From an optimization exercise on the open Yosys and OpenROAD flow, aimed at small area, a short achievable clock period and few clock cycles per item; shortcuts taken in it are not production practice. The RTL was checked by simulation tests, not by an equivalence proof against the original design. No driver is modelled on the clock port, so clocking that relies on it looks cheaper here than on a real chip.

the reference run:
## aesDecryptTop
module aesDecryptTop
(
    input  logic   clk,
    input  logic   rstN,
    input  logic   inValid,
    input  logic [128-1:0]  cipherText,
    input  logic [1408-1:0] expandedKey,
    output logic   outValid,
    output logic [128-1:0]  plainText
);
export LEC_CHECK = 0
export CAP_MARGIN = 20
export CORE_AREA = 4 4 376 376
export DETAILED_ROUTE_END_ITERATION = 24
export DIE_AREA = 0 0 380 380
export SLEW_MARGIN = 20
create_clock -name core_clock -period 21.0 [get_ports {clk}]
standard.sh (not shown) runs the stock make flow with config.mk's settings and CLKGATE_MAP_FILE= SYNTH_SCRIPT=/design/flow/synth_recipe.tcl, a recipe that flattens the netlist after the stock synthesis.
==> flow/flow/run.sh <==
#!/bin/bash
# The standard layout (standard.sh), with:
#  - synthesis by synth_recipe.tcl, but ABC mapping with an area-oriented script
#    (abc -script replaced; flip-flops are mapped before ABC, so unchanged),
#    without the three-input XOR cells;
#  - buf_1 port buffers, pins one track apart;
#  - timing repair aiming below the 21 ns period (SETUP_SLACK_MARGIN);
#  - a clock tree of clkbuf_16 without dummy loads, and without a wider
#    spacing rule on its root net (which clashed with neighbouring pins);
#  - the state flip-flops and output buffers one size up before the clock
#    tree (flow/pre_cts.tcl);
#  - if the routed layout has antenna or routing violations, placement and
#    routing are redone once or twice with a slightly different placement
#    density.
# Each run of standard.sh logs to standard_flow_N.log; ORFS keeps each step's
# log under orfs/logs/.
set -uo pipefail
W=$PWD
MARGIN="15.3"
CTSBUF="sky130_fd_sc_hd__clkbuf_16"
CTSEXTRA="-sink_clustering_size 25 -sink_clustering_max_diameter 80"
DENSITY="0.50"
EXTRA="GPL_ROUTABILITY_DRIVEN=0"
cp flow/map.abc $W/map.abc
cat > $W/my_synth.tcl <<EOT
proc abc {args} {
  set i [lsearch -exact \$args -script]
  if {\$i >= 0} { lset args [expr {\$i+1}] $W/map.abc }
  foreach c {xor3_1 xor3_2 xor3_4 xnor3_1 xnor3_2 xnor3_4} { lappend args -dont_use sky130_fd_sc_hd__\$c }
  yosys abc {*}\$args
}
source $W/synth_recipe.tcl
EOT
run_flow() {
  bash standard.sh \
    SYNTH_SCRIPT=$W/my_synth.tcl \
    BUFFER_PORTS_ARGS="-buffer_cell sky130_fd_sc_hd__buf_1" \
    PLACE_PINS_ARGS="-min_distance 1 -min_distance_in_tracks" \
    SETUP_SLACK_MARGIN=$MARGIN \
    PRE_CTS_TCL=$W/flow/pre_cts.tcl \
    CTS_ARGS="-sink_clustering_enable -repair_clock_nets -dont_use_dummy_load -apply_ndr none -buf_list {$CTSBUF} $CTSEXTRA" \
    $EXTRA "$@"
}
# a layout is retried if it is missing, has antenna violations or the
# detailed router left violations.
layout_ok() {
  local odb=$W/orfs/results/sky130hd/aesDecryptTop/base/6_final.odb
  local drc=$W/orfs/reports/sky130hd/aesDecryptTop/base/5_route_drc.rpt
  [[ -f $odb ]] || { echo "no final layout"; return; }
  [[ -s $drc ]] && { echo "routing violations"; return; }
  printf 'read_db %s\nputs "ANTENNAS [check_antennas]"\n' "$odb" > $W/antennas.tcl
  openroad -no_init -exit $W/antennas.tcl > $W/antennas_check.log 2>&1
  local n=$(grep -o 'ANTENNAS [0-9]*' $W/antennas_check.log | awk '{print $2}' | tail -1)
  [[ "$n" == "0" ]] && { echo ok; return; }
  echo "antenna violations: ${n:-unknown}"
}
run_flow PLACE_DENSITY=$DENSITY finish > standard_flow_0.log 2>&1
for try in 1 2; do
  st=$(layout_ok)
  echo "layout check after try $((try-1)): $st" >> flow_retries.log
  [[ "$st" == "ok" ]] && break
  bash standard.sh clean_place clean_cts clean_route clean_finish > standard_clean_$try.log 2>&1
  d=$(python3 -c "print(f'{$DENSITY + 0.01*$try:.2f}')")
  run_flow PLACE_DENSITY=$d finish > standard_flow_$try.log 2>&1
done
Other scripts of this flow, unchanged in this note and not shown: flow/flow/map.abc, flow/flow/pre_cts.tcl
Both conditions hold for the reference run: the flow ran to the end and the final layout passed the timing, design-rule and antenna checks.
Testbench counts of the reference run, summed over its fixed seeds: cycles 5,640, items 512.
--- input diff the reference run..the trial run ---
--- a/flow/flow/run.sh
+++ b/flow/flow/run.sh
@@ -20,5 +20,5 @@
 CTSBUF="sky130_fd_sc_hd__clkbuf_16"
-CTSEXTRA="-sink_clustering_size 25 -sink_clustering_max_diameter 80"
+CTSEXTRA="-sink_clustering_size 20 -sink_clustering_max_diameter 100"
 DENSITY="0.50"
-EXTRA="GPL_ROUTABILITY_DRIVEN=0"
+EXTRA="GPL_ROUTABILITY_DRIVEN=0 RECOVER_POWER=100"
 cp flow/map.abc $W/map.abc
Findings:
What the final checks of the trial run revealed, after a flow that finished every stage, was a layout that fails on capacitance limit, slew limit. Setup slack: the trial run worse than the reference run. Number of buffers added for setup after CTS came out lower on the trial run than on the reference run.

---

== job 7549 ==
aesDecryptTop, a different RTL version from the one above (not shown whole).
For scale: about 6,300 cells after synthesis, about 1,400 flip-flops, ~1,700 I/O pins.
Settings: LEC_CHECK=0, CAP_MARGIN=20, CORE_AREA=4 4 376 376, DIE_AREA=0 0 380 380, SLEW_MARGIN=20; clock period 21.0 ns.
==> flow/flow/run.sh <==
#!/bin/bash
# The standard layout (standard.sh), with:
#  - synthesis by synth_recipe.tcl, but ABC mapping with an area-oriented script
#    (abc -script replaced; flip-flops are mapped before ABC, so unchanged);
#  - buf_1 port buffers, pins one track apart;
#  - timing repair aiming below the 21 ns period (SETUP_SLACK_MARGIN);
#  - a clock tree of clkbuf_16 without dummy loads;
#  - the state flip-flops and output buffers one size up before the clock
#    tree (flow/pre_cts.tcl);
#  - if the routed layout has antenna violations, placement and routing are
#    redone once or twice with a slightly different placement density.
# Each run of standard.sh logs to standard_flow_N.log; ORFS keeps each step's
# log under orfs/logs/.
set -uo pipefail
W=$PWD
MARGIN="15.3"
CTSBUF="sky130_fd_sc_hd__clkbuf_16"
CTSEXTRA="-sink_clustering_size 20 -sink_clustering_max_diameter 100"
DENSITY="0.50"
EXTRA="GPL_ROUTABILITY_DRIVEN=0"
cp flow/map.abc $W/map.abc
cat > $W/my_synth.tcl <<EOT
proc abc {args} {
  set i [lsearch -exact \$args -script]
  if {\$i >= 0} { lset args [expr {\$i+1}] $W/map.abc }
  yosys abc {*}\$args
}
source $W/synth_recipe.tcl
EOT
run_flow() {
  bash standard.sh \
    SYNTH_SCRIPT=$W/my_synth.tcl \
    BUFFER_PORTS_ARGS="-buffer_cell sky130_fd_sc_hd__buf_1" \
    PLACE_PINS_ARGS="-min_distance 1 -min_distance_in_tracks" \
    SETUP_SLACK_MARGIN=$MARGIN \
    PRE_CTS_TCL=$W/flow/pre_cts.tcl \
    CTS_ARGS="-sink_clustering_enable -repair_clock_nets -dont_use_dummy_load -buf_list {$CTSBUF} $CTSEXTRA" \
    $EXTRA "$@"
}
antennas() {
  local odb=$W/orfs/results/sky130hd/aesDecryptTop/base/6_final.odb
  [[ -f $odb ]] || { echo 1; return; }
  printf 'read_db %s\nputs "ANTENNAS [check_antennas]"\n' "$odb" > $W/antennas.tcl
  openroad -no_init -exit $W/antennas.tcl > $W/antennas_check.log 2>&1
  grep -o 'ANTENNAS [0-9]*' $W/antennas_check.log | awk '{print $2}' | tail -1
}
run_flow PLACE_DENSITY=$DENSITY finish > standard_flow_0.log 2>&1
for try in 1 2; do
  n=$(antennas)
  echo "antenna check after try $((try-1)): ${n:-unknown}" >> flow_retries.log
  [[ "$n" == "0" ]] && break
  bash standard.sh clean_place clean_cts clean_route clean_finish > standard_clean_$try.log 2>&1
  d=$(python3 -c "print(f'{$DENSITY + 0.01*$try:.2f}')")
  run_flow PLACE_DENSITY=$d finish > standard_flow_$try.log 2>&1
done
Other scripts of this flow, unchanged in this note and not shown: flow/flow/map.abc, flow/flow/pre_cts.tcl
Testbench counts of job 7549, summed over its fixed seeds: cycles 5,640, items 512.
For job 571, these inputs were changed with respect to job 7549:
-- flow/flow/run.sh --
<<< job 7549, line 3
#  - synthesis by synth_recipe.tcl, but ABC mapping with an area-oriented script
#    (abc -script replaced; flip-flops are mapped before ABC, so unchanged);
#  - buf_1 port buffers, pins one track apart;
>>> job 571, line 3
#  - synthesis by synth_recipe.tcl, but ABC mapping with an area-oriented script
#    (abc -script replaced; flip-flops are mapped before ABC, so unchanged),
#    without the three-input XOR cells;
#  - buf_1 port buffers, pins one track apart;
<<< job 7549, line 25
  if {\$i >= 0} { lset args [expr {\$i+1}] $W/map.abc }
  yosys abc {*}\$args
>>> job 571, line 26
  if {\$i >= 0} { lset args [expr {\$i+1}] $W/map.abc }
  foreach c {xor3_1 xor3_2 xor3_4 xnor3_1 xnor3_2 xnor3_4} { lappend args -dont_use sky130_fd_sc_hd__\$c }
  yosys abc {*}\$args
Findings:
In the flow results for job 571 and job 7549, the synthesized area is larger on job 7549. NOTE cell area after layout job 7549->job 571 decreased slightly. Between job 7549 and job 571, the height of the die does not differ in any meaningful way. Utilization, job 571 and job 7549: lower on job 571. Of job 571 and job 7549, the higher routed wire length belongs to job 571. In the flow results for job 571 and job 7549, the first-pass GRT wire length is smaller on job 571.
Input-level comparison between job 1948 and job 571:
-- flow/config.mk --
<<< job 571, line 8
export CAP_MARGIN = 20
export CORE_AREA = 4 4 376 376
export DIE_AREA = 0 0 380 380
export SLEW_MARGIN = 20
>>> job 1948, line 8
export CAP_MARGIN = 20
export CORE_AREA = 4 4 396 396
export DIE_AREA = 0 0 400 400
export SLEW_MARGIN = 20
--- outcome ---
- Compared to job 571, job 1948 has final critical delay including setup and external delays 0.0037 ns higher.
- Wire length on met2 is lower on job 571
- As of job 1948, cell count had risen by a few percent compared to job 571.
- | final non-filler cell area | job 1948 vs job 571 | worse |
- Between job 1948 and job 571, the number of global-route vias before repair does not differ in any meaningful way.
- The achievable frequency on job 1948 is in line with that on job 571.
- Going from job 571 to job 1948, worst-case setup margin in the final layout shrinks by 0.0037 ns.
Changes in job 4260 relative to job 1948:
-- flow/flow/run.sh --
<<< job 1948, line 17
MARGIN="15.3"
CTSBUF="sky130_fd_sc_hd__clkbuf_16"
CTSEXTRA="-sink_clustering_size 20 -sink_clustering_max_diameter 100"
>>> job 4260, line 17
MARGIN="15.3"
CTSBUF="sky130_fd_sc_hd__clkbuf_8 sky130_fd_sc_hd__clkbuf_16"
CTSEXTRA="-sink_clustering_size 20 -sink_clustering_max_diameter 100"
-- flow/config.mk --
<<< job 1948, line 8
export CAP_MARGIN = 20
export CORE_AREA = 4 4 396 396
export DIE_AREA = 0 0 400 400
export SLEW_MARGIN = 20
>>> job 4260, line 8
export CAP_MARGIN = 20
export CORE_AREA = 4 4 376 376
export DIE_AREA = 0 0 380 380
export SLEW_MARGIN = 20
### Flow results
Compare job 1948 and job 4260 | final standard cell area without fillers higher: job 1948. Cmp job 1948 and job 4260 / sequential share of layout area / lower: job 1948. Compared with job 1948, job 4260 shows a die area that is about 10% lower. The higher relative area change from synthesis to final layout came out of job 1948. Job 4260: non-clock buffer count lower than job 1948.

---

Another version of the RTL of aesDecryptTop (not shown whole).
Size in the first run: ~6400 cells after synthesis, about 1400 flip-flops, about 70000 um2 of cells after synthesis.
Design aesDecryptTop, start of the top module:
module aesDecryptTop
(
    input  logic   clk,
    input  logic   rstN,
    input  logic   inValid,
    input  logic [128-1:0]  cipherText,
    input  logic [1408-1:0] expandedKey,
    output logic   outValid,
    output logic [128-1:0]  plainText
);
    logic     busy;
    logic     busyN;
    logic     stateFlip;
    logic [128-1:0]    roundKey;
    logic [128-1:0]    roundState;
    logic [128-1:0]    nextState;
    aesDecryptCtrl aesDecryptCtrl_i
    (
        .clk        (clk),
        .rstN       (rstN),
        .inValid    (inValid),
        .cipherText (cipherText),
        .whitenKey  ({expandedKey[32*40 +: 32], expandedKey[32*41 +: 32],
                      expandedKey[32*42 +: 32], expandedKey[32*43 +: 32]}),
        .nextState  (nextState),
        .busy       (busy),
        .busyN      (busyN),
        .roundState (roundState),
        .stateFlip  (stateFlip),
        .outValid   (outValid)
    );
    roundKeyStore roundKeyStore_i
    (
        .clk         (clk),
        .busy        (busy),
        .busyN       (busyN),
        .expandedKey (expandedKey),
        .roundKey    (roundKey)
    );
    invRoundDatapath invRoundDatapath_i
    (
        .roundState (roundState),
        .roundKey   (roundKey),
        .stateFlip  (stateFlip),
        .nextState  (nextState)
    );
    assign plainText = roundState;
endmodule
clock: 21.0 ns
lec_check: 0
cap_margin: 20
core_area: 4 4 376 376
die_area: 0 0 380 380
slew_margin: 20
==> flow/flow/run.sh <==
#!/bin/bash
# The standard layout (standard.sh), with:
#  - synthesis by synth_recipe.tcl, but ABC mapping with an area-oriented script
#    (abc -script replaced; flip-flops are mapped before ABC, so unchanged);
#  - buf_1 port buffers, pins one track apart;
#  - timing repair aiming below the 21 ns period (SETUP_SLACK_MARGIN);
#  - a clock tree of clkbuf_16 without dummy loads;
#  - the state flip-flops and output buffers one size up before the clock
#    tree (flow/pre_cts.tcl);
#  - if the routed layout has antenna violations, placement and routing are
#    redone once or twice with a slightly different placement density.
# Each run of standard.sh logs to standard_flow_N.log; ORFS keeps each step's
# log under orfs/logs/.
set -uo pipefail
W=$PWD
MARGIN="15.3"
CTSBUF="sky130_fd_sc_hd__clkbuf_16"
CTSEXTRA="-sink_clustering_size 20 -sink_clustering_max_diameter 100"
DENSITY="0.50"
EXTRA="GPL_ROUTABILITY_DRIVEN=0"
cp flow/map.abc $W/map.abc
cat > $W/my_synth.tcl <<EOT
proc abc {args} {
  set i [lsearch -exact \$args -script]
  if {\$i >= 0} { lset args [expr {\$i+1}] $W/map.abc }
  yosys abc {*}\$args
}
source $W/synth_recipe.tcl
EOT
run_flow() {
  bash standard.sh \
    SYNTH_SCRIPT=$W/my_synth.tcl \
    BUFFER_PORTS_ARGS="-buffer_cell sky130_fd_sc_hd__buf_1" \
    PLACE_PINS_ARGS="-min_distance 1 -min_distance_in_tracks" \
    SETUP_SLACK_MARGIN=$MARGIN \
    PRE_CTS_TCL=$W/flow/pre_cts.tcl \
    CTS_ARGS="-sink_clustering_enable -repair_clock_nets -dont_use_dummy_load -buf_list {$CTSBUF} $CTSEXTRA" \
    $EXTRA "$@"
}
antennas() {
  local odb=$W/orfs/results/sky130hd/aesDecryptTop/base/6_final.odb
  [[ -f $odb ]] || { echo 1; return; }
  printf 'read_db %s\nputs "ANTENNAS [check_antennas]"\n' "$odb" > $W/antennas.tcl
  openroad -no_init -exit $W/antennas.tcl > $W/antennas_check.log 2>&1
  grep -o 'ANTENNAS [0-9]*' $W/antennas_check.log | awk '{print $2}' | tail -1
}
run_flow PLACE_DENSITY=$DENSITY finish > standard_flow_0.log 2>&1
for try in 1 2; do
  n=$(antennas)
  echo "antenna check after try $((try-1)): ${n:-unknown}" >> flow_retries.log
  [[ "$n" == "0" ]] && break
  bash standard.sh clean_place clean_cts clean_route clean_finish > standard_clean_$try.log 2>&1
  d=$(python3 -c "print(f'{$DENSITY + 0.01*$try:.2f}')")
  run_flow PLACE_DENSITY=$d finish > standard_flow_$try.log 2>&1
done
==> flow/flow/map.abc <==
&get -n; &st; &dch; &nf -R 5; &put
Other scripts of this flow, unchanged in this note and not shown: flow/flow/pre_cts.tcl
Testbench counts at the start, summed over its fixed seeds: cycles 5,640, items 512.
Next try:
--- a/flow/flow/run.sh
+++ b/flow/flow/run.sh
@@ -18,5 +18,5 @@
 CTSEXTRA="-sink_clustering_size 20 -sink_clustering_max_diameter 100"
 DENSITY="0.50"
-EXTRA="GPL_ROUTABILITY_DRIVEN=0"
+EXTRA=""
 cp flow/map.abc $W/map.abc
 cat > $W/my_synth.tcl <<EOT
==> flow/flow/map.abc (replaced) <==
&get -n; &st; &dch; &nf -R 20; &put
Clock skew is about the same.
Critical path depth stays the same.
Cell count increases slightly.

## separate check: timing with driven ports
The results above use ideal ports. As a check the final layouts listed here were re-extracted and re-timed, cells and wires unchanged.
Step 1 assumes that a clkbuf_16 drives the clock port and a buf_2 every other input.
Step 2, shift: input delay + t, output delay - t, t = (earliest + latest rising clock arrival at the registers) / 2. This alone moves slack from input paths to output paths.
Slacks: ideal ports / drivers / drivers and shift; pairs: ideal ports / drivers.
run	t (ns)	setup WS [ns]	hold slack, ns	worst data-port slew with drivers (ns)
the reference run	0.768	15.326 / 15.240 / 14.680	0.351 / 0.351 / 0.351	0.18
the trial run	0.788	9.522 / 9.522 / 9.522	0.395 / 0.395 / 0.395	0.18
job 7549	0.780	15.303 / 15.223 / 14.730	0.394 / 0.394 / 0.394	0.17
job 571	0.777	15.322 / 15.236 / 14.725	0.392 / 0.392 / 0.392	0.16
job 1948	0.783	15.319 / 15.230 / 14.785	0.377 / 0.377 / 0.377	0.28
job 4260	0.777	15.322 / 15.236 / 14.725	0.392 / 0.392 / 0.392	0.16
the first run of note 3	0.777	15.335 / 15.245 / 14.679	0.383 / 0.383 / 0.383	0.20
the second run of note 3	0.768	15.291 / 15.207 / 14.660	0.371 / 0.371 / 0.371	0.20
For the first run of note 3, which loses most, drivers alone change the setup slack by -0.090 ns; drivers and shift together by -0.656 ns.
